Background: an optimization exercise with open tools, aiming at a short achievable clock period and few clock cycles. Do not read the settings as production practice. In this exercise RTL edits were held to simulation tests only and were not proved equivalent to the original. Power is estimated from default activity; no workload was simulated.

## lagoon
Design cpu_top, start of the top module:
module cpu_top
(
    input  logic     clock,
    input  logic     rst,
    input  logic     ack,
    input  isa_pkg::word_t    rdata,
    output logic     req,
    output bus_pkg::mem_req_t mem_req,
    output logic     halted
);
    isa_pkg::instr_t   fields;
    isa_pkg::word_t    opnd_a;
    isa_pkg::word_t    opnd_b;
    logic              flag_a;
    logic              flag_b;
    logic              issue;
    isa_pkg::word_t    a_q;
    isa_pkg::word_t    b_q;
    logic              reg_we;
    isa_pkg::reg_sel_t reg_wsel;
    isa_pkg::word_t    result;
    logic              flag_we;
    isa_pkg::reg_sel_t flag_wsel;
    logic              flag_result;
    assign fields = isa_pkg::instr_t'(rdata);
    sequencer u_sequencer (
        .clock   (clock),
        .rst     (rst),
        .ack     (ack),
        .rdata   (rdata),
        .a_q     (a_q),
        .b_q     (b_q),
        .flag_a  (flag_a),
        .req     (req),
        .mem_req (mem_req),
        .issue   (issue),
        .halted  (halted)
    );
    reg_bank u_reg_bank (
        .clock      (clock),
        .rst        (rst),
        .sel_a      (fields.src_a),
        .sel_b      (fields.src_b),
        .reg_we     (reg_we),
        .reg_wsel   (reg_wsel),
        .reg_wdata  (result),
        .flag_we    (flag_we),
        .flag_wsel  (flag_wsel),
        .flag_wdata (flag_result),
        .opnd_a     (opnd_a),
        .opnd_b     (opnd_b),
  ...
For scale: roughly 4400 cells after synthesis, roughly 1200 flip-flops, about 200 I/O pins.
Settings: LEC_CHECK=0, ABC_CLOCK_PERIOD_IN_PS=2000, CAP_MARGIN=20, CORE_MARGIN=2, CORE_UTILIZATION=50, CTS_CLUSTER_DIAMETER=60, CTS_CLUSTER_SIZE=20, PLACE_DENSITY=0.6, SETUP_SLACK_MARGIN=5, SLEW_MARGIN=20; clock period 7.5 ns.
run.sh (not shown) runs the stock make flow with config.mk's settings and CLKGATE_MAP_FILE= SYNTH_SCRIPT=/design/flow/synth_recipe.tcl, a recipe that flattens the netlist after the stock synthesis.
lagoon finished every step from synthesis to the final layout, and the layout passed the timing, design-rule and antenna checks.
Testbench counts of lagoon, summed over its fixed seeds: cycles 122,077.
Modified inputs, zinc compared to lagoon
- PLACE_DENSITY now 0.7, was 0.6
- CORE_UTILIZATION now 60, was 50
- CTS_CLUSTER_SIZE now 24, was 20
- CTS_CLUSTER_DIAMETER now 70, was 60
--- outcome ---
- Final worst-path setup slack delta for zinc relative to lagoon: 0.033 ns higher
- zinc vs lagoon: number of buffers inserted during clock tree synthesis down
- Total routed wirelength: zinc vs lagoon down 3.9%
- Changes observed in zinc relative to lagoon: total stage count of the critical path rose 7, worst IR drop on VDD now sits higher, worst-case hold slack now larger.
- zinc vs lagoon: sequential fraction of total cell area up
- Compared with lagoon, zinc is the less power-hungry design.
- Compare zinc and lagoon | number of global-route vias before repair lower: zinc
- Design area in zinc is about 2.7% below lagoon.
[inputs] violet vs zinc
- CTS_CLUSTER_DIAMETER now 60, was 70
- CTS_CLUSTER_SIZE now 20, was 24
--- outcome ---
- A critical path endpoint of mem_req[65] is what violet shows, while u_exec_unit.b_q[32] belongs to zinc.
- Compared with zinc, violet shows power per cell area higher by about 8%.
- Summary — met1 routed wirelength after detailed routing, violet relative to zinc: lower, by 0.85%.
- Compared with zinc, violet shows leakage component of the power that has gone up slightly.
- Re share of total power in the clock network: violet is 5.6 points up on zinc.
- Fraction of power consumed by combinational cells delta for violet relative to zinc: 0.8 points lower
- Of the two values seen for type of the worst setup path, in -> reg was produced by zinc and reg -> out by violet.

* * *

JK:
cpu_top, a different RTL version from the one above (not shown whole).
For scale: about 5000 cells after synthesis, about 1200 flip-flops, ~200 I/O pins, ~0.060 sq mm of cells after synthesis.
==> flow/config.mk <==
export PLATFORM = sky130hd
export DESIGN_NAME = cpu_top
export DESIGN_NICKNAME = cpu_top
export VERILOG_FILES = /design/flow/design.v
export SDC_FILE = /design/flow/constraint.sdc
export NUM_CORES = 4
export LEC_CHECK = 0
export ABC_CLOCK_PERIOD_IN_PS = 2000
export CAP_MARGIN = 20
export CORE_MARGIN = 2
export CORE_UTILIZATION = 40
export SETUP_SLACK_MARGIN = 5
export SLEW_MARGIN = 20
==> flow/constraint.sdc <==
create_clock -name core_clock -period 7.5 [get_ports {clock}]
set_input_delay 1.5000 -clock core_clock [delete_from_list [all_inputs] [get_ports {clock}]]
set_output_delay 1.5000 -clock core_clock [all_outputs]
set_load 0.01 [all_outputs]
Testbench counts of JK, summed over its fixed seeds: cycles 122,077.
Relative to JK, the following input files were edited for MS:
- CORE_UTILIZATION changed from 40 to 60
- PLACE_DENSITY newly set to 0.7
## What came out
MS: row count is about 18% lower than what JK reported.
MS against JK: initial antenna violation count increased 6, area growth from synthesis to layout went down.
The die of MS is smaller than the one used in JK.
Going from JK to MS, critical path depth down 1; sequential portion of the cell area up 0.75 points.
| power share of the combinational group | JK vs MS | ≈ equal |
Final cell count: MS and JK compared, higher one is JK
Between MS and JK, it is MS whose final critical path time including I/O delays and setup is lower, by 0.11 ns.
Compared to JK, MS has count of instances resized after the clock tree is built about 3.7% lower.

## what the ideal ports hide
No port has a modelled driver above. Below, the same layouts with a new extraction and two added sets of constraints. Step 1, drivers: a clkbuf_16 drives clock and a buf_2 each remaining input, both assumed. Step 2 moves the port delays by t, midway between the first and last clock arrival at a register: inputs arrive t later, outputs are due t later. That takes back most of the time a late clock gives input paths. Slacks: ideal / step 1 / step 2; pairs: ideal / step 1.
| run | shift t [ns] | setup WS [ns] | hold slack, ns | worst setup path at the end | slew at the worst register clock pin (ns) |
|---|---|---|---|---|---|
| lagoon | 0.790 | 4.788 / 4.711 / 3.920 | 0.429 / 0.429 / 0.429 | input to register | 0.09 / 0.09 |
| zinc | 0.734 | 4.821 / 4.652 / 3.918 | 0.462 / 0.462 / 0.462 | input to register | 0.10 / 0.10 |
| violet | 0.764 | 4.814 / 4.700 / 3.936 | 0.461 / 0.461 / 0.461 | input to register | 0.09 / 0.09 |
| JK | 0.877 | 3.751 / 3.751 / 3.751 | 0.341 / 0.341 / 0.341 | register to register | 0.07 / 0.07 |
| MS | 0.833 | 3.856 / 3.856 / 3.856 | 0.344 / 0.344 / 0.344 | register to register | 0.07 / 0.07 |
After both steps every run listed still meets setup and hold. For zinc, which loses most, drivers alone change the setup slack by -0.169 ns; drivers and shift together by -0.903 ns.
